From an optimization exercise on the open Yosys and OpenROAD flow, aimed at small area; shortcuts taken in it are not production practice. The RTL was checked by simulation tests, not by an equivalence proof against the original design. Power is estimated from default activity; no workload was simulated.

## prbs_link_top
module prbs_link_top (
   input  logic                    clkout1,
   input  logic                    link_down_latched_reset_sync,
   input  logic                    i_force_error,
   output logic [28*(8+1)-1:0] o_tx_lanes,
   input  logic [28*(8+1)-1:0] i_rx_lanes,
   output logic [1:0]              o_status
);
   logic                   bit0;
   logic [28*7-1:0]  lane_hi;
   logic [28-1:0]    lane_err;
   prbs_gen prbs_gen_inst (
      .clkout1                      (clkout1),
      .link_down_latched_reset_sync (link_down_latched_reset_sync),
      .i_force_error                (i_force_error),
      .o_bit0                       (bit0),
      .o_lane_hi                    (lane_hi)
   );
   lane_delay_line lane_delay_line_inst (
      .clkout1                      (clkout1),
      .link_down_latched_reset_sync (link_down_latched_reset_sync),
      .i_bit0                       (bit0),
      .i_lane_hi                    (lane_hi),
      .o_lanes                      (o_tx_lanes)
   );
   for (genvar g = 0; g < 28; g++) begin : g_chk
      prbs_checker prbs_checker_inst (
         .clkout1 (clkout1),
         .i_rx    (i_rx_lanes[g*(8+1) +: (8+1)]),
         .o_err   (lane_err[g])
      );
   end
   link_fsm link_fsm_inst (
      .clkout1                      (clkout1),
      .link_down_latched_reset_sync (link_down_latched_reset_sync),
      .i_lane_err                   (lane_err),
      .o_status                     (o_status)
   );
endmodule
For scale: roughly 1,300 cells after synthesis, about 510 I/O pins, about 0.013 mm² of cells after synthesis.
export LEC_CHECK = 0
export CAP_MARGIN = 5
export CORE_MARGIN = 2
export CORE_UTILIZATION = 40
export PLACE_DENSITY = 0.6
export SLEW_MARGIN = 5
create_clock -name core_clock -period 4.0 [get_ports {clkout1}]
standard.sh (not shown) runs the stock make flow with config.mk's settings and CLKGATE_MAP_FILE= SYNTH_SCRIPT=/design/flow/synth_recipe.tcl, a recipe that flattens the netlist after the stock synthesis.
==> flow/flow/run.sh <==
#!/bin/bash
# The standard layout with three changes:
#  - synthesis is the standard flow's own script (synth_recipe.tcl) with ABC run on an
#    area-recovering script (flow/abc_area.script) instead of ORFS's speed
#    script; flip-flops are mapped before ABC, so the registers are unchanged;
#  - the port buffers use the smallest buffer cell instead of the delay buffer
#    buffer_ports picks by default;
#  - the clock tree uses smaller buffers and no dummy loads.
set -euo pipefail
here=$(pwd)
{
  echo "proc abc {args} {"
  echo "  set i [lsearch \$args -script]"
  echo "  if {\$i >= 0} { lset args [expr {\$i + 1}] $here/flow/abc_area.script }"
  echo "  yosys abc {*}\$args"
  echo "}"
  cat synth_recipe.tcl
} > own_synth.tcl
bash standard.sh \
  "SYNTH_SCRIPT=$here/own_synth.tcl" \
  "BUFFER_PORTS_ARGS=-buffer_cell sky130_fd_sc_hd__buf_1" \
  "CTS_ARGS=-sink_clustering_enable -repair_clock_nets -dont_use_dummy_load -buf_list {sky130_fd_sc_hd__clkbuf_8} -sink_clustering_size 18 -sink_clustering_max_diameter 80" \
  finish > flow_make.log 2>&1
==> flow/flow/abc_area.script <==
&get -n
&st
&dch
&nf -R 1000
&st
&syn2
&if -g -K 6
&synch2
&nf -R 1000
&st
&syn2
&if -g -K 6
&synch2
&nf -R 1000
&st
&dch -f
&nf -R 1000
&put
topo
stime -c
Change:
--- a/flow/config.mk
+++ b/flow/config.mk
@@ -6,7 +6,7 @@
 export NUM_CORES = 4
 export LEC_CHECK = 0
-export CAP_MARGIN = 5
+export CAP_MARGIN = 20
 export CORE_MARGIN = 2
-export CORE_UTILIZATION = 40
-export PLACE_DENSITY = 0.6
-export SLEW_MARGIN = 5
+export CORE_UTILIZATION = 55
+export PLACE_DENSITY = 0.75
+export SLEW_MARGIN = 20
What happened: Global-route usage increases by 7.9 points. Total power increases by 4.6%. Final area decreases by 1.0%. Synthesized cell count does not change.
Change:
--- a/flow/flow/run.sh
+++ b/flow/flow/run.sh
@@ -20,4 +20,4 @@
   "SYNTH_SCRIPT=$here/own_synth.tcl" \
   "BUFFER_PORTS_ARGS=-buffer_cell sky130_fd_sc_hd__buf_1" \
-  "CTS_ARGS=-sink_clustering_enable -repair_clock_nets -dont_use_dummy_load -buf_list {sky130_fd_sc_hd__clkbuf_8} -sink_clustering_size 18 -sink_clustering_max_diameter 80" \
+  "CTS_ARGS=-sink_clustering_enable -repair_clock_nets -dont_use_dummy_load -buf_list {sky130_fd_sc_hd__clkbuf_16} -sink_clustering_size 30 -sink_clustering_max_diameter 80" \
   finish > flow_make.log 2>&1
--- a/flow/config.mk
+++ b/flow/config.mk
@@ -8,5 +8,5 @@
 export CAP_MARGIN = 20
 export CORE_MARGIN = 2
-export CORE_UTILIZATION = 55
-export PLACE_DENSITY = 0.75
+export CORE_UTILIZATION = 40
+export PLACE_DENSITY = 0.6
 export SLEW_MARGIN = 20
Result:
- cell count went up by 6.0%
- total power shrinks by 1.9%
- clock skew fell by 0.0052 ns
- wire length shrinks by 5.4%
- worst hold slack gains 0.031 ns
- die area is higher by 36%
Change:
--- a/flow/flow/run.sh
+++ b/flow/flow/run.sh
@@ -20,4 +20,4 @@
   "SYNTH_SCRIPT=$here/own_synth.tcl" \
   "BUFFER_PORTS_ARGS=-buffer_cell sky130_fd_sc_hd__buf_1" \
-  "CTS_ARGS=-sink_clustering_enable -repair_clock_nets -dont_use_dummy_load -buf_list {sky130_fd_sc_hd__clkbuf_16} -sink_clustering_size 30 -sink_clustering_max_diameter 80" \
+  "CTS_ARGS=-sink_clustering_enable -repair_clock_nets -dont_use_dummy_load -buf_list {sky130_fd_sc_hd__clkbuf_8} -sink_clustering_size 20 -sink_clustering_max_diameter 60" \
   finish > flow_make.log 2>&1
--- a/flow/config.mk
+++ b/flow/config.mk
@@ -8,5 +8,5 @@
 export CAP_MARGIN = 20
 export CORE_MARGIN = 2
-export CORE_UTILIZATION = 40
-export PLACE_DENSITY = 0.6
+export CORE_UTILIZATION = 50
+export PLACE_DENSITY = 0.7
 export SLEW_MARGIN = 20
=>
- The changed run finished with timing, DRC and antenna clean
- register-to-register slack improved by 0.40 ns
- power grows by 1.0%
- cell area shrinks by 1.3%
- worst setup slack improved by 0.028 ns
- critical path depth is unchanged

[separate check: timing with driven ports]
The flow's constraints put no driver on any port. The routed layouts listed below were extracted and timed again, unchanged, in two steps.
Step 1, drivers: a clkbuf_16 drives clkout1 and a buf_2 each remaining input, both assumed.
Step 2 also shifts input and output timing later by t, the mid clock arrival at the registers, as if the neighbouring blocks saw the same clock.
Three values: no drivers, after step 1, after step 2; two values: the first two.
run | t, ns | setup WS [ns] | latest minus earliest clock arrival (ns) | slew at the worst register clock pin (ns) | pins driven straight from the clock port
the first run | 0.583 | 0.408 / 0.362 / 0.611 | 0.068 / 0.068 | 0.11 / 0.11 | 1
the second run | 0.554 | 0.340 / 0.302 / 0.857 | 0.073 / 0.073 | 0.12 / 0.12 | 1
the third run | 0.546 | 0.521 / 0.470 / 0.610 | 0.084 / 0.084 | 0.11 / 0.11 | 1
the fourth run | 0.595 | 0.549 / 0.505 / 0.995 | 0.094 / 0.094 | 0.12 / 0.12 | 1
After both steps setup and hold are still met in every run listed.
